Source: an optimization exercise on an open RTL-to-GDS flow (aim: small area). Production flows keep margins and buffers that such runs may drop.
Only simulation tests tie the RTL to the original design; equivalence was not proved.
Power and IR drop assume default switching activity.

### design/flow/config.mk
export PLATFORM = sky130hd
export DESIGN_NAME = ds_box2x2
export DESIGN_NICKNAME = ds_box2x2
export VERILOG_FILES = /design/flow/design.v
export SDC_FILE = /design/flow/constraint.sdc
export NUM_CORES = 4
export LEC_CHECK = 0
export CAP_MARGIN = 20
export CORE_MARGIN = 2
export CORE_UTILIZATION = 75
export SLEW_MARGIN = 20
### design/flow/constraint.sdc
create_clock -name core_clock -period 7.0 [get_ports {clk}]
set_input_delay 1.4000 -clock core_clock [delete_from_list [all_inputs] [get_ports {clk}]]
set_output_delay 1.4000 -clock core_clock [all_outputs]
set_load 0.01 [all_outputs]
### design/flow/design.v
module ds_box2x2 #(
   parameter int DATA_WIDTH = 24,
   parameter int ADDR_WIDTH = 16,
   parameter int IMG_W      = 256,
   parameter int IMG_H      = 256
) (
   input  logic                  clk,
   input  logic                  rst_n,
   input  logic [DATA_WIDTH-1:0] pix_i,
   input  logic                  pix_valid_i,
   input  logic                  frame_clr_i,
   output logic [DATA_WIDTH-1:0] ds_pix_o,
   output logic                  ds_valid_o,
   output logic [ADDR_WIDTH-1:0] ds_addr_o,
   output logic                  frame_done_o
);
   localparam int CW       = $clog2(IMG_W);
   localparam int RW       = $clog2(IMG_H);
   localparam int LB_DEPTH = IMG_W / 2 - 1;    
   logic [CW-1:0]         pcol;       
   logic [RW-1:0]         prow;       
   logic [9:0]            acc_r, acc_g, acc_b;
   logic [26:0]           linebuf [LB_DEPTH];
   logic                  accept;
   logic                  col_odd;    
   logic                  row_odd;
   logic [26:0]           lb_rd;
   logic [9:0]            base_r, base_g, base_b;
   assign accept  = pix_valid_i && !frame_clr_i;
   assign col_odd = !pcol[0];
   assign row_odd = (&pcol) ? !prow[0] : prow[0];
   assign lb_rd   = linebuf[LB_DEPTH-1];
   always_comb begin
      if (col_odd) begin
         base_r = acc_r;
         base_g = acc_g;
         base_b = acc_b;
      end else if (row_odd) begin
         base_r = 10'(lb_rd[26:18]);
         base_g = 10'(lb_rd[17:9]);
         base_b = 10'(lb_rd[8:0]);
      end else begin
         base_r = '0;
         base_g = '0;
         base_b = '0;
      end
   end
   always_ff @(posedge clk) begin
      if (rst_n && accept) begin
         acc_r <= base_r + 10'(pix_i[23:16]);
         acc_g <= base_g + 10'(pix_i[15:8]);
         acc_b <= base_b + 10'(pix_i[7:0]);
      end
   end
   always_ff @(posedge clk) begin
      if (rst_n && accept && !col_odd) begin
         linebuf[0] <= {acc_r[8:0], acc_g[8:0], acc_b[8:0]};
         for (int i = 1; i < LB_DEPTH; i++) linebuf[i] <= linebuf[i-1];
      end
   end
   always_ff @(posedge clk) begin
      if (!rst_n || frame_clr_i) begin
         pcol       <= '1;
         prow       <= '1;
         ds_valid_o <= 1'b0;
      end else begin
         ds_valid_o <= pix_valid_i && row_odd && col_odd;
         if (pix_valid_i) begin
            pcol <= pcol + 1'b1;
            if (&pcol) prow <= prow + 1'b1;
         end
      end
   end
   assign ds_pix_o     = {acc_r[9:2], acc_g[9:2], acc_b[9:2]};
   assign ds_addr_o    = ADDR_WIDTH'({prow[RW-1:1], pcol[CW-1:1]});
   assign frame_done_o = ds_valid_o && (&prow) && (&pcol);
endmodule
### design/flow/flow/run.sh
#!/bin/bash
# Standard ORFS layout with three changes: small port buffers, clock tree
# synthesis without dummy loads and with clkbuf_8 leaf clusters.
set -euo pipefail
CTS="-sink_clustering_enable -repair_clock_nets -dont_use_dummy_load"
CTS="$CTS -buf_list sky130_fd_sc_hd__clkbuf_8 -sink_clustering_size 20 -sink_clustering_max_diameter 80"
bash standard.sh \
  "BUFFER_PORTS_ARGS=-buffer_cell sky130_fd_sc_hd__buf_1" \
  "CTS_ARGS=$CTS" \
  finish > standard_flow.log 2>&1
### design/flow/standard.sh
#!/bin/bash
# synth_recipe.tcl (not shown) runs the flow's synth.tcl, then flattens the netlist and writes it again
# the make line also repeats each setting of config.mk as NAME=value (left out here)
make -C /OpenROAD-flow-scripts/flow DESIGN_CONFIG=/design/flow/config.mk WORK_HOME=/design/flow/orfs CLKGATE_MAP_FILE= SYNTH_SCRIPT=/design/flow/synth_recipe.tcl "${@:-finish}"
==> results of run 1 <==
## layout make-up
type                            instances  area [um2]  area share (%)
Antenna cell                            1        2.50         0.00223
Clock buffer                          191        2630            2.35
Inverter                                9        33.8          0.0301
Multi-Input combinational cell        228        1720            1.54
Sequential cell                      3476      104000            93.0
Tap cell                             1890        2360            2.11
Timing Repair Buffer                  131        1100           0.984
## logic make-up (layout without fill, tap and decap cells)
logic type                 count (synthesis)  count (layout)  share of synthesized area, %
buffers and inverters                     59             331                         0.365
AOI/OAI and AO/OA                         83              83                         0.571
and+or+nand+nor                           81              81                         0.388
adders and majority gates                 30              30                         0.374
other                                      1               3                       0.00353
xor gates and xnor gates                  30              30                         0.247
muxes                                      2               2                        0.0188
DFF                                     3476            3476                          98.0
## power breakdown
| group | switching [mW] | internal, mW | leakage [nW] |
|---|---|---|---|
| combinational | 0.451 | 0.160 | 1.32 |
| sequential | 0.194 | 23.3 | 31.8 |
| clock | 5.14 | 2.46 | 1.37 |
| total | 5.78 | 26.0 | 34.5 |
## cells in the mapped netlist, types with 3 or more instances
cell type / instances / share of area (%)
nor3_1: 3 / 0.014
and3_1: 7 / 0.041
a21oi_1: 14 / 0.066
a31oi_1: 4 / 0.024
o21ai_1: 3 / 0.014
nand2_1: 27 / 0.095
nand3_1: 4 / 0.019
nand4_1: 5 / 0.029
ha_1: 27 / 0.32
fa_1: 3 / 0.056
nor2_1: 15 / 0.053
inv_1: 9 / 0.032
xor2_1: 16 / 0.13
a211oi_1: 7 / 0.049
buf_4: 40 / 0.28
nor2b_1: 5 / 0.029
xnor2_1: 14 / 0.12
dfxtp_1: 17 / 0.32
edfxtp_1: 3459 / 98
o21ai_0: 11 / 0.052
a22o_1: 24 / 0.20
clkbuf_1: 7 / 0.025
nand2b_1: 3 / 0.018
o211ai_1: 4 / 0.028
a21o_1: 5 / 0.035
## metrics by stage
stage               setup slack, ns  utilization (%)  hold slack, ns
floorplan                    -46.13                -           0.400
global placement               2.10             77.5           0.400
detailed placement             2.14             77.6           0.405
CTS                            3.02             79.4           0.391
global route                   2.70             79.4           0.399
finish                         2.98             79.4           0.394
## per-layer routing
| layer | part of all wire (%) | routed length (um) |
|---|---|---|
| met5 | 0.022 | 27 |
| met4 | 1.9 | 2330 |
| met3 | 6.6 | 8010 |
| met2 | 42 | 50600 |
| met1 | 49 | 59400 |
## registers in the layout (all words and copies together) (netlist names)
name,flops
ds_valid_o,1
acc_r,10
linebuf,3429
prow,8
acc_b,10
acc_g,10
pcol,8
## worst paths after layout
kind / start / end / slack, ns / cells past startpoint
max: pcol[0]$_SDFFE_PP1P_ / acc_g[8]$_DFFE_PP_ / 2.98 / 13
min: linebuf[6][19]$_DFFE_PP_ / linebuf[7][19]$_DFFE_PP_ / 0.39 / 0
max reg2reg: pcol[0]$_SDFFE_PP1P_ / acc_g[8]$_DFFE_PP_ / 2.98 / 13
min reg2reg: linebuf[6][19]$_DFFE_PP_ / linebuf[7][19]$_DFFE_PP_ / 0.39 / 0
==> out/metrics.csv, run 1 <==
stage;metric;value;unit
timing;drv_slew;0;
floorplanning;fp.dieArea;145000;um2
synthesis;yosysUniqueCellTypes;44;
detailed_routing;viasPerCell;5.71;
setup_path;setup.worst_path.end_class;register;
layout;layout_commonest_cell;edfxtp_1;
synthesis;avgSynthCellArea;28.3;um2
layout;syn_to_final_growth;5.42;%
layout;final_layout_size_suffix_gt1_share;6.49;%
timing;fmax;249;MHz
clock_network;cts_hold_buffers;0;
pwr;powerDensity;283;nW/um2
clock_network;cts_buffers;191;
grt;grt_pass1_wl;184;mm
layout;final_nets;4095;
synthesis;ys_ff_latch;3476;
synthesis;ys.warnings.count;2;
grt;grt.busiest_layer;met1;
setup_path;crit_top_cell;ha_1;
clock_network;cts_root_buffer;clkbuf_8;
detailed_routing;ant_nets;0;
detailed_routing;dr.first_iter.drc_count;3539;
setup_path;path_class;register to register;
layout;layout.cells.non_filler;5926;
setup_path;worstPathRequired;7.63;ns
detailed_routing;wl_per_cell;20.3;um
setup_path;crit_slowest_cell;a21oi_4;
synthesis;syn_inst;3762;
clock_network;insertion_delay;0.91;ns
grt;gr-total-overflow;0;
detailed_routing;drt-total-wl;120;mm
clock_network;htreeDepth;4;
detailed_routing;drc;0;
placement;place_inst;5733;
setup_path;cp_data_arrival_time;4.65;ns
placement;gp_congestion;0.818;
timing;slew_headroom;41.0;%
timing;period_needed;4.02;ns
timing;hold_viol_final;0;
timing;setup_violations;0;
floorplanning;dieHeight;380;um
floorplanning;die_width;380;um
timing;fin_crit_sh;57.4;%
clock_network;clkTransAtPathRegs;0.12;ns
setup_path;crit_buf_inv;1;
placement;io_buffers;67;
setup_path;cp_cell_sequence;ha_1 > nand3_1 > or3_1 > a21oi_4 > a22o_1 > ha_1 > inv_1 > fa_1 > nor2b_1 > o21ai_1 > a21oi_1 > o41ai_1 > xor2_1;
grt;gr-usage-met3;3.73;%
floorplanning;rows;138;
hold_path;min_path_type;register to register;
grt;grtUsageTotal;16.7;%
pwr;ir_drop;0.267;mV
layout;final_cell_mix;edfxtp_1 (3459), clkbuf_8 (191), buf_1 (67), buf_4 (35), buf_12 (28);
timing;clock_skew;0.0483;ns
detailed_routing;first_pass_iters;5;
layout;final_cell_area;112000;um2
layout;fillers;6384;
clock_network;cts.sinks;3476;
setup_path;setup.worst_path.start_class;register;
floorplanning;core_area;141000;um2
placement;placedInstanceArea;109000;um2
synthesis;synthFlopType;edfxtp_1;
floorplanning;start_util;75.4;%
detailed_routing;num_vias;33800;
clock_network;post_cts_buffers;0;
grt;grt_max_degree;180;
timing;rsz0062_at_grt;no;
grt;antenna_found_initial;14;
placement;dp_hpwl;60.8;mm
clock_network;ctsResizeCount;0;
pwr;cellLeakagePower;34.5;nW
setup_path;crit_family;compound AO/OA/AOI/OAI gates;
pwr;total_power;31.7;mW
run_status;status;complete, no violations;
timing;tightestPinTransition;0.885;ns
synthesis;synth_seq_area_share;98.0;%
run;drv_cap;0;
clock_network;cts_max_path_buffers;3;
floorplanning;design.portCount;70;
synthesis;syn_area;106000;um2
timing;setup_tns;0;ns
synthesis;synth-edff-count;3459;
clock_network;cts_tree;done;
grt;globalRouteMet1Util;29.3;%
setup_path;slowest_delay;0.66;ns
grt;grt_pass1_vias;32300;
setup_path;crit_path_max_fanout;28;
grt;grt_use_met2;22.0;%
synthesis;async_reset_ff_share;0;%
==> inputs of run 2 (changes only) <==
==> design/flow/flow/run.sh (replaced) <==
#!/bin/bash
# Standard ORFS layout with three changes: small port buffers, clock tree
# synthesis without dummy loads and with clkbuf_8 leaf clusters.
set -euo pipefail
CTS="-sink_clustering_enable -repair_clock_nets -dont_use_dummy_load"
CTS="$CTS -buf_list sky130_fd_sc_hd__clkbuf_8 -sink_clustering_size 21 -sink_clustering_max_diameter 65"
bash standard.sh \
  "BUFFER_PORTS_ARGS=-buffer_cell sky130_fd_sc_hd__buf_1" \
  "CTS_ARGS=$CTS" \
  finish > standard_flow.log 2>&1
--- a/design/flow/config.mk
+++ b/design/flow/config.mk
@@ -5,6 +5,7 @@
 export SDC_FILE = /design/flow/constraint.sdc
 export NUM_CORES = 4
 export LEC_CHECK = 0
+export ABC_AREA = 1
 export CAP_MARGIN = 20
 export CORE_MARGIN = 2
 export CORE_UTILIZATION = 75
==> out/metrics.csv, run 2 <==
stage;metric;value;unit;change
run_status;status;complete, no violations;;
synthesis;syn_area;107000;um2;+0.32%
pwr;cellLeakagePower;27.9;nW;-19%
layout;utilization;79.3;%;-0.12 points
layout;final_cell_mix;edfxtp_1 (3459), clkbuf_8 (185), nand2_1 (139), buf_1 (67), inv_1 (34);;
synthesis;synthFlopType;edfxtp_1;;
pwr;powerDensity;279;nW/um2;-1.4%
pwr;power_frac_clock;24.0;%;about the same
synthesis;ys_ff_latch;3476;;unchanged
detailed_routing;first_pass_iters;5;;unchanged
pwr;ir_drop;0.228;mV;-14%
synthesis;synth_top_area_share;97.4;%;-0.31 points
detailed_routing;drt-total-wl;122;mm;+1.4%
layout;final_layout_size_suffix_gt1_share;6.64;%;+0.15 points
grt;grt_max_degree;221;;+23%
timing;rsz0062_at_grt;no;;
detailed_routing;drc;0;;unchanged
setup_path;setup.worst_path.end_class;output pin;;
clock_network;ctsResizeCount;0;;unchanged
layout;largest_register_ffs;3429;;unchanged
detailed_routing;met3_length;6.78;mm;-15%
pwr;seq_power_share;73.6;%;-0.5 points
timing;fmax;243;MHz;-2.5%
placement;io_buffers;67;;unchanged
clock_network;clkTransAtPathRegs;0.11;ns;about the same
synthesis;synth_area_leaders;edfxtp_1 (97%), nand2_1 (0.49%), dfxtp_1 (0.32%), ha_1 (0.32%), buf_4 (0.28%);;
floorplanning;core_area;141000;um2;+0.24%
synthesis;async_reset_ff_share;0;%;unchanged
timing;tightestPinTransition;1.04;ns;+0.151 ns
placement;placedInstanceArea;110000;um2;+0.17%
placement;dp_hpwl;60.4;mm;-0.72%
placement;gp_congestion;0.901;;+10%
pwr;power.switching;5.76;mW;-0.36%
detailed_routing;dr_wl_met2;50.5;mm;-0.33%
timing;drv_slew;0;;unchanged
run;drv_cap;0;;unchanged
setup_path;setup.worst_path.start_class;register;;
timing;period_needed;4.12;ns;+0.102 ns
synthesis;yosysUniqueCellTypes;34;;-23%
floorplanning;start_util;75.4;%;about the same
detailed_routing;wl_per_cell;20.3;um;-0.34%
pwr;internal-power;25.6;mW;-1.5%
floorplanning;dieHeight;381;um;+0.16%
setup_path;crit_path_max_fanout;33;;+18%
synthesis;synth.largest_area_cell;edfxtp_1;;
detailed_routing;top_layer_used;met5;;
floorplanning;die_width;381;um;+0.16%
clock_network;cts_buffers;185;;-3.1%
synthesis;ys_top_cells_by_count;edfxtp_1 (3459), nand2_1 (140), buf_4 (40);;
clock_network;cts_max_path_buffers;3;;unchanged
clock_network;insertion_delay;0.92;ns;about the same
setup_path;crit_buf_inv;3;;+2
detailed_routing;wl_met1;62.2;mm;+4.5%
clock_network;cts_hold_buffers;0;;unchanged
setup_path;cp_data_arrival_time;2.72;ns;-1.93 ns
layout;layout_commonest_cell;edfxtp_1;;
layout;final_cell_area;112000;um2;about the same
timing;fin_crit_sh;58.9;%;+1.5 points
layout;regMostFlops;linebuf;;
setup_path;worstPathRequired;5.60;ns;-2.03 ns
setup_path;crit_slowest_cell;dfxtp_1;;
placement;dp_slack;2.59;ns;+0.447 ns
detailed_routing;num_vias;34400;;+1.6%
synthesis;ys.warnings.count;2;;unchanged
pwr;switching_share;18.4;%;+0.18 points
timing;setup_violations;0;;unchanged
detailed_routing;dr.first_iter.drc_count;3558;;+0.54%
floorplanning;design.portCount;70;;unchanged
grt;antenna_found_initial;9;;-5
timing;hold_viol_final;0;;unchanged
setup_path;cp_cell_sequence;buf_4 > ha_1 > inv_1 > nor2_2 > nand2_2 > nor3_1 > buf_1;;
clock_network;post_cts_buffers;0;;unchanged
synthesis;avgSynthCellArea;27.4;um2;-2.9%
layout;final_nets;4199;;+2.5%
layout;syn_to_final_growth;5.18;%;
timing;setup_tns;0;ns;unchanged
synthesis;synth-edff-count;3459;;unchanged
floorplanning;fp.dieArea;145000;um2;+0.31%
grt;grt_pass1_vias;32600;;+0.88%
clock_network;cts.sinks;3476;;unchanged
timing;fin_ws;2.88;ns;-0.102 ns
timing;clock_skew;0.0701;ns;+0.0218 ns
detailed_routing;ant_nets;0;;unchanged
setup_path;crit_family;simple AND/OR/NAND/NOR gates;;
grt;grt_pass1_wl;187;mm;+1.4%
clock_network;cts_tree;done;;
grt;grtUsageTotal;16.9;%;+0.17 points
clock_network;cts_root_buffer;clkbuf_8;;
timing;slew_headroom;30.9;%;-10 points
hold_path;min_path_type;register to register;;
synthesis;synth_seq_area_share;97.7;%;-0.31 points
synthesis;syn_inst;3885;;+3.3%
setup_path;slowest_delay;0.33;ns;-0.33 ns
pwr;power_frac_comb;2.4;%;+0.5 points
setup_path;path_class;register to output pin;;
detailed_routing;viasPerCell;5.70;;-0.20%
floorplanning;rows;138;;unchanged
grt;gr-total-overflow;0;;unchanged
synthesis;synthMostInstantiatedCell;edfxtp_1;;
clock_network;htreeDepth;4;;unchanged
[run 2: final timing paths]
check	start	end	slack, ns	depth (start not counted)
min reg2reg	linebuf[28][2]$_DFFE_PP_	linebuf[29][2]$_DFFE_PP_	0.37	0
max	pcol[0]$_SDFFE_PP1P_	frame_done_o	2.88	7
min	linebuf[28][2]$_DFFE_PP_	linebuf[29][2]$_DFFE_PP_	0.37	0
max reg2reg	pcol[0]$_SDFFE_PP1P_	acc_g[8]$_DFFE_PP_	3.50	16
[run 2: power by group through the flow]
stage	Combinational, mW	Sequential, mW	Clock, mW
floorplan	0.553	24.7	0
global placement	0.682	23.5	0
detailed placement	0.752	23.5	0
CTS	0.744	23.1	7.89
global route	0.836	23.1	8.51
finish	0.756	23.1	7.51
[run 2: logic make-up (layout without fill, tap and decap cells)]
kind of cell / Yosys count / in the layout / share of synthesized area [%]
other: 1 / 4 / 0.00352
and+or+nand+nor: 215 / 215 / 0.892
AOI/OAI and AO/OA: 47 / 47 / 0.302
DFF: 3476 / 3476 / 97.7
xor gates and xnor gates: 30 / 30 / 0.246
adders and majority gates: 30 / 30 / 0.373
buffers and inverters: 86 / 339 / 0.461
[run 2: cell type report]
| class | count | area [um2] |
|---|---|---|
| flip-flops and latches | 3476 | 104000 |
| inverters | 37 | 149 |
| repair buffers | 117 | 922 |
| well taps | 1890 | 2360 |
| diodes | 2 | 5.00 |
| multi-input cells | 324 | 1970 |
| clock buffers | 185 | 2550 |
| fillers | 6396 | 29300 |
[run 2: per-layer routing]
layer / up-vias / track usage, %
met5: - / 0
met3: 227 / 3.30
li1: 15700 / -
met2: 788 / 21.8
met4: 2 / 4.96
met1: 17600 / 30.3
[run 2: stage by stage]
stage                     hold slack, ns  cells  power [mW]
after CTS                          0.374   6028        31.7
after global placement             0.400   5843        24.2
after global routing               0.377   6030        32.4
final                              0.372   6031        31.3
after detailed placement           0.405   5843        24.3
after floorplan                    0.400   3886        25.3
==> inputs of run 3 (changes only) <==
--- a/design/flow/flow/run.sh
+++ b/design/flow/flow/run.sh
@@ -7,4 +7,5 @@
 bash standard.sh \
   "BUFFER_PORTS_ARGS=-buffer_cell sky130_fd_sc_hd__buf_1" \
   "CTS_ARGS=$CTS" \
+  "RECOVER_POWER=100" \
   finish > standard_flow.log 2>&1
--- a/design/flow/config.mk
+++ b/design/flow/config.mk
@@ -5,7 +5,6 @@
 export SDC_FILE = /design/flow/constraint.sdc
 export NUM_CORES = 4
 export LEC_CHECK = 0
-export ABC_AREA = 1
 export CAP_MARGIN = 20
 export CORE_MARGIN = 2
 export CORE_UTILIZATION = 75
==> out/metrics.csv, run 3 <==
stage;metric;value;unit;change
placement;place_inst;5733;;-1.9%
floorplanning;design.portCount;70;;unchanged
clock_network;cts_max_path_buffers;3;;unchanged
grt;grt_max_degree;180;;-19%
timing;clock_skew;0.0645;ns;-0.00563 ns
setup_path;path_class;input pin to register;;
setup_path;r2r-end;acc_g[8]$_DFFE_PP_;;
placement;io_buffers;67;;unchanged
run_status;status;finished with violations;;
detailed_routing;wl_per_cell;20.3;um;+0.35%
placement;gp_congestion;0.818;;-9.2%
synthesis;ys_ff_latch;3476;;unchanged
floorplanning;fp.dieArea;145000;um2;-0.31%
synthesis;avgSynthCellArea;28.3;um2;+2.9%
layout;final_nets;4088;;-2.6%
setup_path;setup.worst_path.end_class;register;;
placement;placedInstanceArea;109000;um2;-0.17%
synthesis;syn_inst;3762;;-3.2%
grt;grtUsageTotal;16.7;%;-0.23 points
setup_path;r2r_cells;13;;-3
hold_path;min_path_type;register to register;;
setup_path;crit_path_max_fanout;40;;+21%
floorplanning;die_width;380;um;-0.16%
floorplanning;dieHeight;380;um;-0.16%
synthesis;synth.largest_area_cell;edfxtp_1;;
setup_path;crit_end;linebuf[120][9]$_DFFE_PP_;;
synthesis;syn_area;106000;um2;-0.32%
layout;largest_register_ffs;3429;;unchanged
synthesis;synth_seq_area_share;98.0;%;+0.31 points
clock_network;post_cts_buffers;0;;unchanged
floorplanning;rows;138;;unchanged
setup_path;r2r_slack;1.82;ns;-1.68 ns
grt;grt_pass1_vias;32200;;-1.3%
placement;dp_slack;2.14;ns;-0.447 ns
setup_path;cp_data_arrival_time;5.84;ns;+3.12 ns
synthesis;synthMostInstantiatedCell;edfxtp_1;;
layout;syn_to_final_growth;5.21;%;about the same
layout;regMostFlops;linebuf;;
synthesis;ys_top_cells_by_count;edfxtp_1 (3459), buf_4 (40), ha_1 (27), nand2_1 (27), a22o_1 (24);;
setup_path;setup.worst_path.start_class;input pin;;
timing;fin_ws;1.64;ns;-1.23 ns
pwr;ir_drop;0.212;mV;-7.3%
layout;layout_commonest_cell;edfxtp_1;;
setup_path;startpoint;rst_n;;
clock_network;cts_tree;done;;
placement;dp_hpwl;60.8;mm;+0.72%
layout;final_layout_size_suffix_gt1_share;5.64;%;-1.0 points
run_status;violations;max-capacitance violations, max-slew violations;;
synthesis;synth_area_leaders;edfxtp_1 (98%), dfxtp_1 (0.32%), ha_1 (0.32%), buf_4 (0.28%), a22o_1 (0.20%);;
grt;antenna_found_initial;14;;+5
pwr;powerDensity;283;nW/um2;+1.3%
clock_network;ctsResizeCount;0;;unchanged
detailed_routing;first_pass_iters;5;;unchanged
grt;gr-total-overflow;0;;unchanged
synthesis;ys.warnings.count;2;;unchanged
timing;setup_tns;0;ns;unchanged
detailed_routing;drt-total-wl;120;mm;-1.5%
timing;setup_violations;0;;unchanged
detailed_routing;num_vias;33800;;-1.6%
pwr;total_power;31.6;mW;+0.97%
timing;fin_crit_sh;76.5;%;+18 points
clock_network;cts_buffers;184;;-0.54%
detailed_routing;dr.first_iter.drc_count;3605;;+1.3%
layout;final_cell_area;112000;um2;-0.29%
timing;drv_slew;41;;+41
synthesis;yosysUniqueCellTypes;44;;+29%
layout;layout.cells.non_filler;5921;;-1.8%
detailed_routing;ant_nets;0;;unchanged
setup_path;worstPathRequired;7.48;ns;+1.88 ns
synthesis;async_reset_ff_share;0;%;unchanged
timing;fmax;187;MHz;-23%
synthesis;synth_top_area_share;97.7;%;+0.31 points
run;drv_cap;2;;+2
clock_network;cts_root_buffer;clkbuf_8;;
clock_network;insertion_delay;0.90;ns;-0.02 ns
layout;final_cell_mix;edfxtp_1 (3459), clkbuf_8 (184), buf_1 (64);;
grt;grt_pass1_wl;184;mm;-1.5%
synthesis;synthFlopType;edfxtp_1;;
timing;slew_headroom;-51.0;%;-82 points
floorplanning;start_util;75.4;%;about the same
clock_network;cts_hold_buffers;0;;unchanged
timing;period_needed;5.36;ns;+1.23 ns
timing;tightestPinTransition;2.26;ns;+1.23 ns
synthesis;synth-edff-count;3459;;unchanged
clock_network;cts.sinks;3476;;unchanged
detailed_routing;drc;0;;unchanged
detailed_routing;viasPerCell;5.71;;+0.22%
timing;rsz0062_at_grt;no;;
clock_network;clkTransAtPathRegs;0.11;ns;about the same
clock_network;htreeDepth;4;;unchanged
floorplanning;core_area;141000;um2;-0.24%
timing;hold_viol_final;0;;unchanged
setup_path;reg2reg_from;pcol[0]$_SDFFE_PP1P_;;
pwr;cellLeakagePower;34.4;nW;+23%
run 3: cell types whose count changed after synthesis, sizes merged, moves of 5 or more:
cell	before	now
nor2	21	15
xnor2	9	14
o21ai	28	14
nor2b	0	5
nand3	33	4
and3	0	7
inv	37	9
a22o	0	24
a211oi	0	7
nand2	147	27
xor2	21	16
run 3: per-layer routing:
metal  track usage (%)  vias to the layer above  part of all wire, %
met1              29.2                    17400                   49
met2              22.0                      708                   42
met4              4.46                        4                  2.1
met3              3.73                      193                  7.0
met5                 0                        -                0.022
li1                  -                    15500                    -
run 3: worst min-delay path by stage:
stage | from | end | slack, ns | cells after the start
floorplan | linebuf[99][0]$_DFFE_PP_ | linebuf[100][0]$_DFFE_PP_ | 0.40 | 0
global placement | linebuf[40][5]$_DFFE_PP_ | linebuf[41][5]$_DFFE_PP_ | 0.40 | 0
detailed placement | linebuf[102][12]$_DFFE_PP_ | linebuf[103][12]$_DFFE_PP_ | 0.40 | 0
CTS | linebuf[66][24]$_DFFE_PP_ | linebuf[67][24]$_DFFE_PP_ | 0.34 | 0
global route | linebuf[68][24]$_DFFE_PP_ | linebuf[69][24]$_DFFE_PP_ | 0.34 | 0
finish | linebuf[66][24]$_DFFE_PP_ | linebuf[67][24]$_DFFE_PP_ | 0.35 | 0
run 3: worst max-delay path: stages:
cell      delay, ns
buf_1          0.06
nor2b_1        0.86
nand2_1        0.23
nor2_1         1.58
buf_12         0.29
buf_12         0.26
clkbuf_1       1.09
run 3: final cells by class:
cell class                      count  area, um2
Antenna cell                        3       7.51
Clock buffer                      184       2530
Fill cell                        6481      29200
Inverter                            9       33.8
Multi-Input combinational cell    228       1700
Sequential cell                  3476     104000
Tap cell                         1890       2360
Timing Repair Buffer              131        991
run 3: cells by family (layout without fill, tap and decap cells):
| logic type | Yosys count | after routing | synth area share, % |
|---|---|---|---|
| compound gates | 83 | 83 | 0.571 |
| xor+xnor | 30 | 30 | 0.247 |
| fa+ha+maj | 30 | 30 | 0.374 |
| buf+inv | 59 | 324 | 0.365 |
| flops | 3476 | 3476 | 98.0 |
| mux | 2 | 2 | 0.0188 |
| other cells | 1 | 5 | 0.00353 |
| simple gates | 81 | 81 | 0.388 |
run 3: power by group:
| part | switching, mW | total [mW] | internal [mW] |
|---|---|---|---|
| clock | 5.12 | 7.49 | 2.38 |
| sequential | 0.193 | 23.5 | 23.3 |
| combinational | 0.449 | 0.603 | 0.154 |
run 3: metrics by stage:
step | hold slack, ns | util [%]
2_1_floorplan | 0.400 | -
3_3_place_gp | 0.400 | 77.5
3_5_place_dp | 0.405 | 77.6
4_1_cts | 0.338 | 79.3
5_1_grt | 0.342 | 79.3
6_report | 0.348 | 79.3
==> inputs of run 4 (changes only) <==
--- a/design/flow/flow/run.sh
+++ b/design/flow/flow/run.sh
@@ -7,5 +7,4 @@
 bash standard.sh \
   "BUFFER_PORTS_ARGS=-buffer_cell sky130_fd_sc_hd__buf_1" \
   "CTS_ARGS=$CTS" \
-  "RECOVER_POWER=100" \
   finish > standard_flow.log 2>&1
==> out/metrics.csv, run 4 <==
stage;metric;value;unit;change
run_status;status;complete, no violations;;
grt;grt_pass1_wl;184;mm;unchanged
layout;syn_to_final_growth;5.34;%;
setup_path;r2r_slack;2.99;ns;+1.17 ns
timing;setup_tns;0;ns;unchanged
setup_path;setup.worst_path.start_class;register;;
clock_network;cts_hold_buffers;0;;unchanged
setup_path;cp_data_arrival_time;4.61;ns;-1.23 ns
synthesis;ys_top_cells_by_count;edfxtp_1 (3459), buf_4 (40), ha_1 (27), nand2_1 (27), a22o_1 (24);;
grt;grt_max_degree;180;;unchanged
timing;setup_violations;0;;unchanged
timing;fin_crit_sh;57.2;%;-19 points
setup_path;worstPathRequired;7.61;ns;+0.13 ns
pwr;cellLeakagePower;34.5;nW;+0.30%
synthesis;synthMostInstantiatedCell;edfxtp_1;;
setup_path;reg2reg_from;pcol[0]$_SDFFE_PP1P_;;
placement;dp_hpwl;60.8;mm;unchanged
pwr;switching_share;18.2;%;+0.021 points
synthesis;synth-edff-count;3459;;unchanged
synthesis;ys_ff_latch;3476;;unchanged
floorplanning;die_width;380;um;unchanged
synthesis;yosysUniqueCellTypes;44;;unchanged
setup_path;path_class;register to register;;
synthesis;synthFlopType;edfxtp_1;;
layout;layout_commonest_cell;edfxtp_1;;
synthesis;syn_area;106000;um2;unchanged
timing;fmax;250;MHz;+34%
detailed_routing;first_pass_iters;5;;unchanged
pwr;internal-power;25.9;mW;about the same
clock_network;ctsResizeCount;0;;unchanged
detailed_routing;drc;0;;unchanged
placement;place_inst;5733;;unchanged
synthesis;syn_inst;3762;;unchanged
setup_path;crit_path_max_fanout;28;;-30%
synthesis;ys.warnings.count;2;;unchanged
placement;gp_congestion;0.818;;unchanged
grt;grtUsageTotal;16.7;%;unchanged
run;drv_cap;0;;-2
layout;layout.cells.non_filler;5922;;+0.017%
layout;final_nets;4088;;unchanged
timing;period_needed;4.01;ns;-1.35 ns
layout;final_layout_size_suffix_gt1_share;6.33;%;+0.70 points
timing;tightestPinTransition;0.899;ns;-1.37 ns
setup_path;startpoint;pcol[0]$_SDFFE_PP1P_;;
floorplanning;dieHeight;380;um;unchanged
clock_network;htreeDepth;4;;unchanged
clock_network;cts_root_buffer;clkbuf_8;;
floorplanning;design.portCount;70;;unchanged
layout;final_cell_mix;edfxtp_1 (3459), clkbuf_8 (184), buf_1 (67), buf_4 (35), buf_12 (28);;
clock_network;cts.sinks;3476;;unchanged
detailed_routing;dr.first_iter.drc_count;3746;;+3.9%
detailed_routing;viasPerCell;5.70;;-0.17%
timing;clock_skew;0.0648;ns;+0.000348 ns
synthesis;avgSynthCellArea;28.3;um2;unchanged
setup_path;r2r_cells;13;;unchanged
pwr;power_frac_clock;23.7;%;about the same
synthesis;synth_area_leaders;edfxtp_1 (98%), dfxtp_1 (0.32%), ha_1 (0.32%), buf_4 (0.28%), a22o_1 (0.20%);;
grt;grt_pass1_vias;32200;;unchanged
synthesis;async_reset_ff_share;0;%;unchanged
pwr;ir_drop;0.212;mV;+0.26%
detailed_routing;num_vias;33800;;-0.15%
synthesis;synth.largest_area_cell;edfxtp_1;;
placement;io_buffers;67;;unchanged
clock_network;post_cts_buffers;0;;unchanged
clock_network;cts_tree;done;;
hold_path;min_path_type;register to register;;
clock_network;clkTransAtPathRegs;0.12;ns;about the same
floorplanning;core_area;141000;um2;unchanged
layout;largest_register_ffs;3429;;unchanged
pwr;powerDensity;283;nW/um2;about the same
detailed_routing;drt-total-wl;120;mm;about the same
grt;gr-total-overflow;0;;unchanged
floorplanning;start_util;75.4;%;unchanged
clock_network;cts_buffers;184;;unchanged
setup_path;r2r-end;acc_g[8]$_DFFE_PP_;;
floorplanning;rows;138;;unchanged
pwr;seq_power_share;74.4;%;about the same
clock_network;insertion_delay;0.90;ns;about the same
timing;rsz0062_at_grt;no;;
clock_network;cts_max_path_buffers;3;;unchanged
timing;drv_slew;0;;-100%
grt;antenna_found_initial;14;;unchanged
layout;regMostFlops;linebuf;;
pwr;total_power;31.6;mW;about the same
floorplanning;fp.dieArea;145000;um2;unchanged
setup_path;setup.worst_path.end_class;register;;
detailed_routing;ant_nets;0;;unchanged
synthesis;synth_top_area_share;97.7;%;unchanged
timing;hold_viol_final;0;;unchanged
timing;slew_headroom;40.1;%;+91 points
setup_path;crit_end;acc_g[8]$_DFFE_PP_;;
layout;fillers;6441;;-0.62%
pwr;power_frac_comb;1.9;%;about the same
pwr;power.switching;5.77;mW;+0.15%
synthesis;synth_seq_area_share;98.0;%;unchanged
detailed_routing;wl_per_cell;20.3;um;about the same
run 4: changes by cell type in the layout (fill, tap and decap cells not counted), moves of 2 or more:
cell,before,now
clkbuf_2,5,0
buf_1,64,67
o21ai_0,13,11
clkbuf_1,26,0
buf_4,8,35
o21ai_1,1,3
run 4: cells by family (layout without fill, tap and decap cells):
group           Yosys count  in the layout  share of synthesized area (%)
other cells               1              6                        0.00353
flops                  3476           3476                           98.0
buf+inv                  59            324                          0.365
compound gates           83             83                          0.571
fa+ha+maj                30             30                          0.374
mux                       2              2                         0.0188
simple gates             81             81                          0.388
xor+xnor                 30             30                          0.247
run 4: worst min-delay path by stage:
| stage | from | cells past startpoint | endpoint | slack, ns |
|---|---|---|---|---|
| after detailed placement | linebuf[102][12]$_DFFE_PP_ | 0 | linebuf[103][12]$_DFFE_PP_ | 0.40 |
| after global routing | linebuf[68][24]$_DFFE_PP_ | 0 | linebuf[69][24]$_DFFE_PP_ | 0.34 |
| after floorplan | linebuf[99][0]$_DFFE_PP_ | 0 | linebuf[100][0]$_DFFE_PP_ | 0.40 |
| after global placement | linebuf[40][5]$_DFFE_PP_ | 0 | linebuf[41][5]$_DFFE_PP_ | 0.40 |
| after CTS | linebuf[66][24]$_DFFE_PP_ | 0 | linebuf[67][24]$_DFFE_PP_ | 0.34 |
| final | linebuf[66][24]$_DFFE_PP_ | 0 | linebuf[67][24]$_DFFE_PP_ | 0.35 |
run 4: power groups by stage:
stage / clock network (mW) / registers (mW) / logic (mW)
after floorplan: 0 / 25.1 / 0.453
after global placement: 0 / 24.0 / 0.561
after detailed placement: 0 / 24.0 / 0.616
after CTS: 7.90 / 23.5 / 0.610
after global routing: 8.51 / 23.6 / 0.675
final: 7.50 / 23.5 / 0.611
run 4: layout make-up:
| cell class | instances | area [um2] | area share, % |
|---|---|---|---|
| well taps | 1890 | 2360 | 2.11 |
| repair buffers | 131 | 1100 | 0.984 |
| multi-input cells | 228 | 1720 | 1.54 |
| clock buffers | 184 | 2530 | 2.26 |
| inverters | 9 | 33.8 | 0.0302 |
| flip-flops and latches | 3476 | 104000 | 93.1 |
| diodes | 4 | 10.0 | 0.00894 |
run 4: metrics by stage:
stage          utilization, %  hold WS (ns)  area [um2]  setup slack [ns]
4_1_cts                  79.3         0.338      112000              3.02
6_report                 79.4         0.347      112000              2.99
3_3_place_gp             77.5         0.400      109000              2.10
3_5_place_dp             77.6         0.405      109000              2.14
5_1_grt                  79.4         0.342      112000              2.70
2_1_floorplan               -         0.400      106000            -46.13
run 4: routing by layer:
metal	global-route usage, %	vias to the layer above	share of wire (%)
met5	0	-	0.022
met1	29.2	17400	49
met4	4.46	4	2.1
li1	-	15500	-
met2	22.0	685	42
met3	3.73	197	6.5
run 4: worst max-delay path: stages, from the launching register on:
cell and delay (ns):
dfxtp_1 0.53, ha_1 0.28, nand3_1 0.19, or3_1 0.42
a21oi_4 0.66, a22o_1 0.25, ha_1 0.20, inv_1 0.08
fa_1 0.42, nor2b_1 0.13, o21ai_1 0.09, a21oi_1 0.23
o41ai_1 0.11, xor2_1 0.15
==> inputs of run 5 (changes only) <==
==> design/flow/flow/run.sh (replaced) <==
#!/bin/bash
# Standard ORFS layout with four changes: small port buffers; clock tree
# synthesis without dummy loads and with clkbuf_8 leaf clusters; and the
# shift-enable net re-buffered by flow/en_hook.tcl before the resize step.
set -euo pipefail
HERE=$(pwd)
CTS="-sink_clustering_enable -repair_clock_nets -dont_use_dummy_load"
CTS="$CTS -buf_list sky130_fd_sc_hd__clkbuf_8 -sink_clustering_size 21 -sink_clustering_max_diameter 65"
bash standard.sh \
  "BUFFER_PORTS_ARGS=-buffer_cell sky130_fd_sc_hd__buf_1" \
  "CTS_ARGS=$CTS" \
  "PRE_RESIZE_TCL=$HERE/flow/en_hook.tcl" \
  finish > standard_flow.log 2>&1
==> design/flow/flow/en_hook.tcl (new file) <==
# PRE_RESIZE hook: rebuild the buffer tree of the line buffer's shift enable
# (one net driving every edfxtp DE pin) as 20 buf_12 cluster buffers fed by
# one buf_8, in place of the tree that timing-driven placement built.
source [file join [file dirname [info script]] en_tree.tcl]
en_tree_rebuild 20 sky130_fd_sc_hd__buf_12 sky130_fd_sc_hd__buf_8
==> design/flow/flow/en_tree.tcl (new file) <==
# Rebuild the buffer tree of the high-fanout enable net(s): every net whose
# loads (through buffers) are mostly flip-flop DE pins is collapsed back to its
# root driver and re-buffered with one buffer per cluster of sinks.
proc en_tree_rebuild { nclusters bufcell rootcell } {
  set block [ord::get_db_block]
  set is_buf {}
  # root driver of a net: walk up through buffer instances
  proc drv_iterm { net } {
    foreach it [$net getITerms] { if { [$it isOutputSignal] } { return $it } }
    return ""
  }
  # collect DE iterms
  set de {}
  foreach inst [$block getInsts] {
    set m [$inst getMaster]
    if { [string match "*edfxtp*" [$m getName]] } {
      lappend de [$inst findITerm DE]
    }
  }
  # group DE pins by root net
  array set groups {}
  array set bufs {}
  foreach it $de {
    set net [$it getNet]
    while 1 {
      set d [drv_iterm $net]
      if { $d eq "" } break
      set di [$d getInst]
      set mn [[$di getMaster] getName]
      if { [regexp {__(buf|clkbuf)_\d+$} $mn] && ![string match "input*" [$di getName]] } {
        set bufs([$di getName]) $di
        set net [[$di findITerm A] getNet]
      } else break
    }
    lappend groups([$net getName]) $it
  }
  foreach rn [array names groups] {
    set sinks $groups($rn)
    if { [llength $sinks] < 200 } continue
    set root [$block findNet $rn]
    puts "en_tree: root $rn with [llength $sinks] DE sinks"
    # other loads of the tree that are not DE pins stay with their buffer;
    # collect all non-buffer loads hanging below buffers
    set extra {}
    foreach bn [array names bufs] {
      set bi $bufs($bn)
      set on [[$bi findITerm X] getNet]
      foreach it [$on getITerms] {
        if { [$it isInputSignal] } {
          set li [$it getInst]
          if { [info exists bufs([$li getName])] } continue
          if { [[$it getMTerm] getName] eq "DE" && [string match "*edfxtp*" [[$li getMaster] getName]] } continue
          lappend extra $it
        }
      }
    }
    # reconnect every sink and extra load to the root, delete the buffers
    foreach it [concat $sinks $extra] { $it disconnect; $it connect $root }
    foreach bn [array names bufs] {
      set bi $bufs($bn)
      set on [[$bi findITerm X] getNet]
      odb::dbInst_destroy $bi
      if { [llength [$on getITerms]] == 0 } { odb::dbNet_destroy $on }
    }
    array unset bufs
    # k-means on sink locations
    set pts {}
    foreach it $sinks {
      set b [[$it getInst] getBBox]
      lappend pts [list [expr {([$b xMin]+[$b xMax])/2}] [expr {([$b yMin]+[$b yMax])/2}]]
    }
    set n [llength $pts]
    set k $nclusters
    set cent {}
    set sorted [lsort -integer -index 0 $pts]
    for {set c 0} {$c < $k} {incr c} { lappend cent [lindex $sorted [expr {($c*$n)/$k + $n/(2*$k)}]] }
    set cap [expr {int(ceil(1.1*$n/$k))}]
    for {set iter 0} {$iter < 20} {incr iter} {
      set asg {}
      set cnt [lrepeat $k 0]
      foreach p $pts {
        set best -1; set bd 1e30
        set px [lindex $p 0]; set py [lindex $p 1]
        for {set c 0} {$c < $k} {incr c} {
          if { [lindex $cnt $c] >= $cap } continue
          set q [lindex $cent $c]
          set dd [expr {abs($px-[lindex $q 0]) + abs($py-[lindex $q 1])}]
          if { $dd < $bd } { set bd $dd; set best $c }
        }
        lappend asg $best
        lset cnt $best [expr {[lindex $cnt $best]+1}]
      }
      set sx [lrepeat $k 0.0]; set sy [lrepeat $k 0.0]
      foreach p $pts a $asg {
        lset sx $a [expr {[lindex $sx $a]+[lindex $p 0]}]
        lset sy $a [expr {[lindex $sy $a]+[lindex $p 1]}]
      }
      set cent {}
      for {set c 0} {$c < $k} {incr c} {
        set m [lindex $cnt $c]
        if { $m == 0 } { lappend cent [lindex $pts 0]; continue }
        lappend cent [list [expr {int([lindex $sx $c]/$m)}] [expr {int([lindex $sy $c]/$m)}]]
      }
    }
    # one buffer per cluster, fed from a root buffer at the centre of the clusters
    set dbu [$block getDbUnitsPerMicron]
    set mx 0; set my 0
    foreach q $cent { set mx [expr {$mx+[lindex $q 0]}]; set my [expr {$my+[lindex $q 1]}] }
    set mx [expr {double($mx)/$k/$dbu}]; set my [expr {double($my)/$k/$dbu}]
    set rootpins {}
    for {set c 0} {$c < $k} {incr c} {
      set pins {}
      foreach it $sinks a $asg {
        if { $a == $c } { lappend pins [get_pins -of_objects [get_cells [[$it getInst] getName]] -filter "name == DE"] }
      }
      if { [llength $pins] == 0 } continue
      set q [lindex $cent $c]
      insert_buffer -buffer_cell $bufcell -net [get_nets $rn] -load_pins $pins \
        -location [list [expr {double([lindex $q 0])/$dbu}] [expr {double([lindex $q 1])/$dbu}]] \
        -buffer_name entree_$c -net_name entree_net_$c
      set bnet [[lindex $sinks [lsearch -exact $asg $c]] getNet]
      set bdrv [drv_iterm $bnet]
      lappend rootpins [get_pins -of_objects [get_cells [[$bdrv getInst] getName]] -filter "direction == input"]
    }
    insert_buffer -buffer_cell $rootcell -net [get_nets $rn] -load_pins $rootpins \
      -location [list $mx $my] -buffer_name entree_root -net_name entree_root_net
  }
}
==> out/metrics.csv, run 5 <==
stage;metric;value;unit;change
run_status;status;complete, no violations;;
clock_network;clkTransAtPathRegs;0.11;ns;about the same
detailed_routing;wl_met1;60.2;mm;+1.3%
placement;place_inst;5692;;-0.72%
timing;slew_headroom;35.0;%;-5.1 points
floorplanning;dieHeight;380;um;unchanged
grt;grt_pass1_wl;184;mm;about the same
grt;grtUsageTotal;16.7;%;+0.059 points
setup_path;setup.worst_path.end_class;register;;
layout;final_layout_size_suffix_gt1_share;5.39;%;-0.94 points
detailed_routing;dr_wl_met2;50.8;mm;+0.32%
placement;placedInstanceArea;109000;um2;-0.37%
detailed_routing;first_pass_iters;6;;+1
detailed_routing;met3_length;8.64;mm;+10%
detailed_routing;dr.first_iter.drc_count;3755;;+0.24%
floorplanning;die_width;380;um;unchanged
hold_path;hold_depth;0;;unchanged
floorplanning;design.portCount;70;;unchanged
synthesis;ys_ff_latch;3476;;unchanged
detailed_routing;top_layer_used;met5;;
timing;fmax;253;MHz;+1.3%
layout;final_cell_mix;edfxtp_1 (3459), clkbuf_8 (185), buf_1 (67), ha_1 (27), nand2_1 (26);;
timing;drv_slew;0;;unchanged
timing;hold_viol_final;0;;unchanged
pwr;ir_drop;0.253;mV;+19%
layout;final_cell_area;112000;um2;-0.35%
detailed_routing;num_vias;33900;;+0.58%
setup_path;r2r_cells;13;;unchanged
synthesis;ys.warnings.count;2;;unchanged
synthesis;async_reset_ff_share;0;%;unchanged
placement;io_buffers;67;;unchanged
layout;multi_input_area;1720;um2;unchanged
floorplanning;core_area;141000;um2;unchanged
timing;whs;0.357;ns;+0.00962 ns
grt;gr-total-overflow;0;;unchanged
synthesis;synth_area_leaders;edfxtp_1 (98%), dfxtp_1 (0.32%), ha_1 (0.32%), buf_4 (0.28%), a22o_1 (0.20%);;
timing;setup_tns;0;ns;unchanged
synthesis;syn_area;106000;um2;unchanged
clock_network;cts_hold_buffers;0;;unchanged
timing;rsz0062_at_grt;no;;
clock_network;ctsResizeCount;0;;unchanged
setup_path;setup.worst_path.start_class;register;;
hold_path;min_path_type;register to register;;
clock_network;htreeDepth;4;;unchanged
clock_network;cts_max_path_buffers;3;;unchanged
synthesis;avgSynthCellArea;28.3;um2;unchanged
pwr;cellLeakagePower;34.2;nW;-0.68%
pwr;powerDensity;284;nW/um2;+0.39%
synthesis;synth-edff-count;3459;;unchanged
detailed_routing;viasPerCell;5.77;;+1.3%
synthesis;synth_top_area_share;97.7;%;unchanged
synthesis;synth_seq_area_share;98.0;%;unchanged
synthesis;syn_inst;3762;;unchanged
run;drv_cap;0;;unchanged
detailed_routing;wl_per_cell;20.8;um;+2.3%
timing;setup_violations;0;;unchanged
setup_path;r2r-end;acc_g[8]$_DFFE_PP_;;
layout;layout_commonest_cell;edfxtp_1;;
synthesis;synth.largest_area_cell;edfxtp_1;;
placement;gp_congestion;0.818;;unchanged
synthesis;yosysUniqueCellTypes;44;;unchanged
layout;regArea;104000;um2;unchanged
timing;clock_skew;0.0980;ns;+0.0332 ns
clock_network;insertion_delay;0.91;ns;about the same
floorplanning;start_util;75.4;%;unchanged
hold_path;min_to;linebuf[72][24]$_DFFE_PP_;;
layout;utilization;79.1;%;-0.28 points
hold_path;min_from;linebuf[71][24]$_DFFE_PP_;;
grt;grt_pass1_vias;31800;;-1.1%
detailed_routing;drt-total-wl;122;mm;+1.5%
grt;grt_max_degree;190;;+5.6%
synthesis;ys_top_cells_by_count;edfxtp_1 (3459), buf_4 (40), ha_1 (27), nand2_1 (27), a22o_1 (24);;
synthesis;synthMostInstantiatedCell;edfxtp_1;;
clock_network;post_cts_buffers;0;;unchanged
layout;regMostFlops;linebuf;;
layout;fillers;6536;;+1.5%
setup_path;cp_data_arrival_time;4.54;ns;-0.07 ns
setup_path;worstPathRequired;7.59;ns;-0.02 ns
layout;syn_to_final_growth;4.97;%;
clock_network;cts_tree;done;;
clock_network;cts_buffers;185;;+0.54%
timing;tightestPinTransition;0.975;ns;+0.0763 ns
timing;fin_crit_sh;56.5;%;-0.74 points
layout;layout.cells.non_filler;5879;;-0.73%
setup_path;r2r_slack;3.04;ns;+0.05 ns
floorplanning;rows;138;;unchanged
detailed_routing;drc;0;;unchanged
setup_path;crit_path_max_fanout;28;;unchanged
floorplanning;fp.dieArea;145000;um2;unchanged
placement;dp_hpwl;58.0;mm;-4.6%
synthesis;synthFlopType;edfxtp_1;;
clock_network;cts.sinks;3476;;unchanged
layout;largest_register_ffs;3429;;unchanged
grt;antenna_found_initial;11;;-3
setup_path;path_class;register to register;;
clock_network;cts_root_buffer;clkbuf_8;;
layout;final_nets;4049;;-0.95%
timing;period_needed;3.96;ns;-0.0515 ns
detailed_routing;ant_nets;0;;unchanged
setup_path;reg2reg_from;pcol[0]$_SDFFE_PP1P_;;
-- run 5: logic make-up after synthesis --
kind of cell | after synthesis | synth area share, %
mux | 2 | 0.0188
flops | 3476 | 98.0
buf+inv | 59 | 0.365
simple gates | 81 | 0.388
fa+ha+maj | 30 | 0.374
xor+xnor | 30 | 0.247
compound gates | 83 | 0.571
other cells | 1 | 0.00353
-- run 5: how the worst max path moves through the flow --
stage | start | end | cells after the start
final | pcol[0]$_SDFFE_PP1P_ | acc_g[8]$_DFFE_PP_ | 13
after global routing | pcol[0]$_SDFFE_PP1P_ | acc_g[8]$_DFFE_PP_ | 13
after CTS | pcol[0]$_SDFFE_PP1P_ | acc_g[8]$_DFFE_PP_ | 13
after detailed placement | rst_n | linebuf[27][11]$_DFFE_PP_ | 6
after global placement | rst_n | linebuf[122][19]$_DFFE_PP_ | 6
after floorplan | rst_n | linebuf[0][0]$_DFFE_PP_ | 4
-- run 5: power by group --
part	leakage, nW	total, mW	internal (mW)	switching [mW]
Clock	1.33	7.52	2.39	5.13
Combinational	1.08	0.592	0.144	0.448
Sequential	31.8	23.5	23.3	0.198
Total	34.2	31.7	25.9	5.77
-- run 5: critical path: stages (launching register included) --
cell and delay (ns):
dfxtp_1 0.51, ha_1 0.28, nand3_1 0.19, or3_1 0.42, a21oi_4 0.67, a22o_1 0.24
ha_1 0.20, inv_1 0.08, fa_1 0.41, nor2b_1 0.14, o21ai_1 0.10, a21oi_1 0.23
o41ai_1 0.11, xor2_1 0.15
-- run 5: per-layer routing --
layer | GRT usage, % | up-vias
met2 | 22.0 | 742
met1 | 29.5 | 17600
met5 | 0 | -
met3 | 3.72 | 215
met4 | 4.40 | 4
li1 | - | 15400
-- run 5: cell type report --
class	instances	area share [%]
Inverter	9	0.0303
Timing Repair Buffer	90	0.629
Tap cell	1890	2.12
Clock buffer	185	2.28
Multi-Input combinational cell	228	1.54
Sequential cell	3476	93.4
Antenna cell	1	0.00224
-- run 5: through the flow --
stage | setup slack (ns) | power, mW
2_1_floorplan | -46.13 | 25.6
3_3_place_gp | 2.10 | 24.5
3_5_place_dp | 2.30 | 24.6
4_1_cts | 3.07 | 32.1
5_1_grt | 2.78 | 32.8
6_report | 3.04 | 31.7
==> inputs of run 6 (changes only) <==
==> design/flow/flow/en_hook.tcl (replaced) <==
# PRE_RESIZE hook: rebuild the buffer tree of the line buffer's shift enable
# (one net driving every edfxtp DE pin) as 16 buf_12 cluster buffers fed by
# one buf_8, in place of the tree that timing-driven placement built.
source [file join [file dirname [info script]] en_tree.tcl]
en_tree_rebuild 16 sky130_fd_sc_hd__buf_12 sky130_fd_sc_hd__buf_8
==> out/metrics.csv, run 6 <==
stage;metric;value;unit;change
synthesis;ys_top_cells_by_count;edfxtp_1 (3459), buf_4 (40), ha_1 (27), nand2_1 (27), a22o_1 (24);;
setup_path;crit_buf_inv;2;;+1
pwr;total_power;31.6;mW;about the same
synthesis;syn_inst;3762;;unchanged
timing;fin_crit_sh;61.5;%;+5.0 points
floorplanning;design.portCount;70;;unchanged
run_status;status;complete, no violations;;
detailed_routing;num_vias;33800;;-0.56%
timing;clock_skew;0.0607;ns;-0.0373 ns
setup_path;r2r_slack;2.70;ns;-0.35 ns
floorplanning;rows;138;;unchanged
timing;hold_viol_final;0;;unchanged
timing;slew_headroom;27.7;%;-7.3 points
setup_path;cp_cell_sequence;clkinv_1 > a21oi_4 > a22o_1 > ha_1 > inv_1 > fa_1 > nor2b_1 > o21ai_1 > a21oi_1 > o41ai_1 > xor2_1;;
synthesis;avgSynthCellArea;28.3;um2;unchanged
layout;layout.cells.non_filler;5886;;+0.12%
synthesis;synth_top_area_share;97.7;%;unchanged
layout;syn_to_final_growth;5.02;%;about the same
clock_network;cts_hold_buffers;0;;unchanged
setup_path;crit_family;compound AO/OA/AOI/OAI gates;;
synthesis;ys_ff_latch;3476;;unchanged
clock_network;cts_tree;done;;
setup_path;worstPathRequired;7.60;ns;about the same
timing;drv_slew;0;;unchanged
pwr;switching_share;18.2;%;-0.025 points
pwr;ir_drop;0.216;mV;-15%
floorplanning;dieHeight;380;um;unchanged
pwr;power_frac_comb;1.9;%;about the same
setup_path;crit_slowest_cell;a21oi_4;;
layout;layout_commonest_cell;edfxtp_1;;
clock_network;clkTransAtPathRegs;0.12;ns;about the same
synthesis;synth_area_leaders;edfxtp_1 (98%), dfxtp_1 (0.32%), ha_1 (0.32%), buf_4 (0.28%), a22o_1 (0.20%);;
detailed_routing;first_pass_iters;8;;+2
grt;grt_pass1_vias;31800;;-0.14%
layout;final_cell_area;112000;um2;about the same
setup_path;cp_data_arrival_time;4.91;ns;+0.37 ns
timing;tightestPinTransition;1.08;ns;+0.109 ns
detailed_routing;viasPerCell;5.73;;-0.68%
detailed_routing;drc;0;;unchanged
layout;regMostFlops;linebuf;;
pwr;power.switching;5.76;mW;-0.21%
grt;grt_max_degree;237;;+25%
placement;io_buffers;67;;unchanged
layout;regArea;104000;um2;unchanged
setup_path;path_class;register to register;;
clock_network;htreeDepth;4;;unchanged
synthesis;synthFlopType;edfxtp_1;;
clock_network;cts_root_buffer;clkbuf_8;;
floorplanning;die_width;380;um;unchanged
grt;grt_pass1_wl;183;mm;-0.69%
synthesis;async_reset_ff_share;0;%;unchanged
layout;largest_register_ffs;3429;;unchanged
layout;utilization;79.1;%;about the same
detailed_routing;drt-total-wl;121;mm;-0.64%
pwr;seq_power_share;74.4;%;about the same
synthesis;synth.largest_area_cell;edfxtp_1;;
pwr;power_frac_clock;23.7;%;about the same
detailed_routing;ant_nets;0;;unchanged
clock_network;ctsResizeCount;0;;unchanged
layout;fillers;6508;;-0.43%
hold_path;min_path_type;register to register;;
synthesis;synth_seq_area_share;98.0;%;unchanged
floorplanning;fp.dieArea;145000;um2;unchanged
timing;setup_violations;0;;unchanged
pwr;powerDensity;283;nW/um2;-0.13%
placement;dp_hpwl;57.6;mm;-0.71%
setup_path;crit_path_max_fanout;30;;+7.1%
clock_network;cts.sinks;3476;;unchanged
clock_network;cts_max_path_buffers;3;;unchanged
layout;final_layout_size_suffix_gt1_share;5.39;%;unchanged
timing;period_needed;4.30;ns;+0.349 ns
run;drv_cap;0;;unchanged
detailed_routing;wl_per_cell;20.6;um;-0.76%
layout;final_nets;4049;;unchanged
synthesis;synthMostInstantiatedCell;edfxtp_1;;
grt;antenna_found_initial;12;;+1
layout;multi_input_area;1720;um2;unchanged
timing;rsz0062_at_grt;no;;
timing;fmax;232;MHz;-8.1%
setup_path;setup.worst_path.end_class;register;;
clock_network;cts_buffers;184;;-0.54%
pwr;internal-power;25.9;mW;about the same
synthesis;ys.warnings.count;2;;unchanged
clock_network;insertion_delay;0.91;ns;about the same
setup_path;slowest_delay;0.99;ns;+0.32 ns
layout;final_cell_mix;edfxtp_1 (3459), clkbuf_8 (184), buf_1 (67), ha_1 (27), nand2_1 (26);;
setup_path;setup.worst_path.start_class;register;;
placement;gp_congestion;0.818;;unchanged
placement;place_inst;5688;;-0.070%
clock_network;post_cts_buffers;0;;unchanged
synthesis;synth-edff-count;3459;;unchanged
grt;gr-total-overflow;0;;unchanged
grt;grtUsageTotal;16.6;%;-0.13 points
detailed_routing;dr.first_iter.drc_count;3786;;+0.83%
synthesis;yosysUniqueCellTypes;44;;unchanged
floorplanning;start_util;75.4;%;unchanged
synthesis;syn_area;106000;um2;unchanged
placement;placedInstanceArea;109000;um2;about the same
pwr;cellLeakagePower;34.2;nW;about the same
timing;setup_tns;0;ns;unchanged
floorplanning;core_area;141000;um2;unchanged
## run 6: final cells by class
cell class,count,share of cell area [%]
timing repair buffer,91,0.680
multi-input combinational,228,1.54
tap,1890,2.12
antenna,8,0.0179
sequential,3476,93.3
clock buffer,184,2.27
inverter,9,0.0303
## run 6: logic make-up (layout without fill, tap and decap cells)
| group | after synthesis | count (layout) | synth area share, % |
|---|---|---|---|
| mux | 2 | 2 | 0.0188 |
| buf+inv | 59 | 284 | 0.365 |
| other cells | 1 | 10 | 0.00353 |
| simple gates | 81 | 81 | 0.388 |
| xor+xnor | 30 | 30 | 0.247 |
| fa+ha+maj | 30 | 30 | 0.374 |
| flops | 3476 | 3476 | 98.0 |
| compound gates | 83 | 83 | 0.571 |
## run 6: final timing paths
check                                    to                       from  cells after the start
setup / recovery         acc_g[8]$_DFFE_PP_       pcol[0]$_SDFFE_PP1P_                     11
hold / removal    linebuf[72][24]$_DFFE_PP_  linebuf[71][24]$_DFFE_PP_                      0
setup reg to reg         acc_g[8]$_DFFE_PP_       pcol[0]$_SDFFE_PP1P_                     11
hold reg to reg   linebuf[72][24]$_DFFE_PP_  linebuf[71][24]$_DFFE_PP_                      0
## run 6: worst register-to-register path: stages, from the launching register on
cell and delay, ns:
dfxtp_1 0.53, clkinv_1 0.87, a21oi_4 0.99, a22o_1 0.24
ha_1 0.20, inv_1 0.08, fa_1 0.41, nor2b_1 0.14
o21ai_1 0.10, a21oi_1 0.22, o41ai_1 0.11, xor2_1 0.15
## run 6: per-layer routing
metal / global-route usage [%] / part of all wire (%) / vias to the layer above
met3: 3.65 / 7.5 / 202
li1: - / - / 15400
met5: 0 / 0 / -
met1: 29.5 / 49 / 17400
met4: 4.48 / 2.1 / 0
met2: 21.6 / 41 / 755
## run 6: power groups by stage
stage	logic [mW]	registers, mW	clock network [mW]
global route	0.658	23.6	8.51
detailed placement	0.590	24.0	0
CTS	0.583	23.6	7.89
finish	0.595	23.5	7.49
global placement	0.561	24.0	0
floorplan	0.453	25.1	0
## run 6: metrics by stage
| stage | setup WS (ns) | hold slack [ns] |
|---|---|---|
| finish | 2.70 | 0.350 |
| global route | 2.36 | 0.353 |
| CTS | 3.06 | 0.348 |
| detailed placement | 2.13 | 0.405 |
| global placement | 2.10 | 0.400 |
| floorplan | -46.13 | 0.400 |
==> inputs of run 7 (changes only) <==
--- a/design/flow/design.v
+++ b/design/flow/design.v
@@ -30,26 +30,31 @@
    assign col_odd = !pcol[0];
    assign row_odd = (&pcol) ? !prow[0] : prow[0];
    assign lb_rd   = linebuf[LB_DEPTH-1];
-   always_comb begin
-      if (col_odd) begin
-         base_r = acc_r;
-         base_g = acc_g;
-         base_b = acc_b;
-      end else if (row_odd) begin
-         base_r = 10'(lb_rd[26:18]);
-         base_g = 10'(lb_rd[17:9]);
-         base_b = 10'(lb_rd[8:0]);
-      end else begin
-         base_r = '0;
-         base_g = '0;
-         base_b = '0;
+   logic sel_acc, sel_lb;
+   assign sel_acc = col_odd;
+   assign sel_lb  = !col_odd && row_odd;
+   assign base_r  = ({10{sel_acc}} & acc_r) | ({10{sel_lb}} & 10'(lb_rd[26:18]));
+   assign base_g  = ({10{sel_acc}} & acc_g) | ({10{sel_lb}} & 10'(lb_rd[17:9]));
+   assign base_b  = ({10{sel_acc}} & acc_b) | ({10{sel_lb}} & 10'(lb_rd[8:0]));
+   function automatic logic [9:0] add10x8(input logic [9:0] a, input logic [7:0] b);
+      logic [10:0] c;
+      logic [9:0]  s;
+      c[0] = 1'b0;
+      for (int i = 0; i < 8; i++) begin
+         s[i]   = a[i] ^ b[i] ^ c[i];
+         c[i+1] = (a[i] & b[i]) | (c[i] & (a[i] ^ b[i]));
       end
-   end
+      for (int i = 8; i < 10; i++) begin
+         s[i]   = a[i] ^ c[i];
+         c[i+1] = a[i] & c[i];
+      end
+      add10x8 = s;
+   endfunction
    always_ff @(posedge clk) begin
       if (rst_n && accept) begin
-         acc_r <= base_r + 10'(pix_i[23:16]);
-         acc_g <= base_g + 10'(pix_i[15:8]);
-         acc_b <= base_b + 10'(pix_i[7:0]);
+         acc_r <= add10x8(base_r, pix_i[23:16]);
+         acc_g <= add10x8(base_g, pix_i[15:8]);
+         acc_b <= add10x8(base_b, pix_i[7:0]);
       end
    end
    always_ff @(posedge clk) begin
==> design/flow/flow/en_hook.tcl (replaced) <==
# PRE_RESIZE hook: rebuild the buffer tree of the line buffer's shift enable
# (one net driving every edfxtp DE pin) as 20 buf_12 cluster buffers fed by
# one buf_8, in place of the tree that timing-driven placement built.
source [file join [file dirname [info script]] en_tree.tcl]
en_tree_rebuild 20 sky130_fd_sc_hd__buf_12 sky130_fd_sc_hd__buf_8
--- a/design/flow/config.mk
+++ b/design/flow/config.mk
@@ -7,5 +7,5 @@
 export LEC_CHECK = 0
 export CAP_MARGIN = 20
 export CORE_MARGIN = 2
-export CORE_UTILIZATION = 75
+export CORE_UTILIZATION = 80
 export SLEW_MARGIN = 20
==> out/metrics.csv, run 7 <==
stage;metric;value;unit;change
synthesis;ys_top_cells_by_count;edfxtp_1 (3459), inv_1 (56), buf_4 (40);;
synthesis;synth_area_leaders;edfxtp_1 (98%), fa_1 (0.40%), dfxtp_1 (0.32%), buf_4 (0.28%), inv_1 (0.20%);;
run_status;firstError;Error: detail_place.tcl, 38 bad optional access;;
synthesis;ys.warnings.count;2;;unchanged
synthesis;synthMostInstantiatedCell;edfxtp_1;;
synthesis;synthFlopType;edfxtp_1;;
floorplanning;design.portCount;70;;unchanged
synthesis;ys_ff_latch;3476;;unchanged
floorplanning;start_util;80.6;%;+5.3 points
run_status;status;did not finish;;
synthesis;synth.largest_area_cell;edfxtp_1;;
placement;gp_congestion;0.813;;-0.60%
synthesis;synth_seq_area_share;98.2;%;+0.17 points
placement;io_buffers;67;;unchanged
synthesis;syn_area;106000;um2;-0.18%
run_status;haltStage;3_5_place_dp;;
synthesis;synth-edff-count;3459;;unchanged
synthesis;syn_inst;3739;;-0.61%
floorplanning;die_width;368;um;-3.2%
synthesis;async_reset_ff_share;0;%;unchanged
synthesis;avgSynthCellArea;28.4;um2;+0.44%
synthesis;synth_top_area_share;97.9;%;+0.17 points
floorplanning;rows;133;;-3.6%
floorplanning;dieHeight;368;um;-3.2%
synthesis;yosysUniqueCellTypes;35;;-20%
-- run 7: changes by cell type after synthesis, sizes merged, moves of 14 or more --
| cell | delta |
|---|---|
| a31oi | +18 |
| fa | +18 |
| ha | -19 |
| nor2b | +17 |
| nor2 | -14 |
| inv | +47 |
| a22o | -24 |
-- run 7: how the worst min path moves through the flow --
stage                               from  slack (ns)                   endpoint  cells past startpoint
3_3_place_gp   linebuf[18][24]$_DFFE_PP_        0.40  linebuf[19][24]$_DFFE_PP_                      0
2_1_floorplan   linebuf[99][0]$_DFFE_PP_        0.40  linebuf[100][0]$_DFFE_PP_                      0
-- run 7: stage by stage --
stage / cell area, um2 / worst slack (ns)
floorplan: 106000 / -19.08
global placement: 109000 / 1.77
-- run 7: power groups by stage --
stage             logic [mW]  clock network, mW  registers (mW)
global placement       0.594                  0            23.6
floorplan              0.450                  0            24.2
-- run 7: kinds of logic after synthesis --
group | count (synthesis) | share of synthesized area [%]
fa+ha+maj | 29 | 0.491
simple gates | 75 | 0.410
compound gates | 36 | 0.203
buf+inv | 107 | 0.535
other cells | 1 | 0.00353
mux | 2 | 0.0189
xor+xnor | 13 | 0.132
flops | 3476 | 98.2

[static timing again, ports no longer ideal]
How much do the figures lean on ideal ports? The routed layouts below were timed once more, with nothing changed but the port constraints.
Step 1 (the two cells are an assumption about what drives the block):
set clk [get_ports {clk}]
set_driving_cell -lib_cell sky130_fd_sc_hd__clkbuf_16 $clk
set_driving_cell -lib_cell sky130_fd_sc_hd__buf_2 [delete_from_list [all_inputs] $clk]
Step 2 adds t to the input delays and takes it off the output delays; t is the mean of the earliest and latest rising clock arrival at the registers after step 1. Input paths then give back, and output paths get back, about the clock's delay inside the block.
Slacks: ideal ports / drivers / drivers and shift; pairs: ideal ports / drivers.
| run | t (ns) | setup slack, ns | worst setup path after step 2 |
|---|---|---|---|
| run 1 | 0.969 | 2.981 / 2.981 / 2.534 | input to register |
| run 2 | 0.964 | 2.879 / 2.799 / 2.488 | input to register |
| run 3 | 0.950 | 1.644 / 1.697 / 0.747 | input to register |
| run 4 | 0.953 | 2.993 / 2.993 / 2.509 | input to register |
| run 5 | 0.931 | 3.045 / 3.045 / 2.625 | input to register |
| run 6 | 0.943 | 2.695 / 2.695 / 2.387 | input to register |
The setup slack of run 3, which loses most, moves by +0.053 ns with the drivers and by -0.897 ns with both steps.
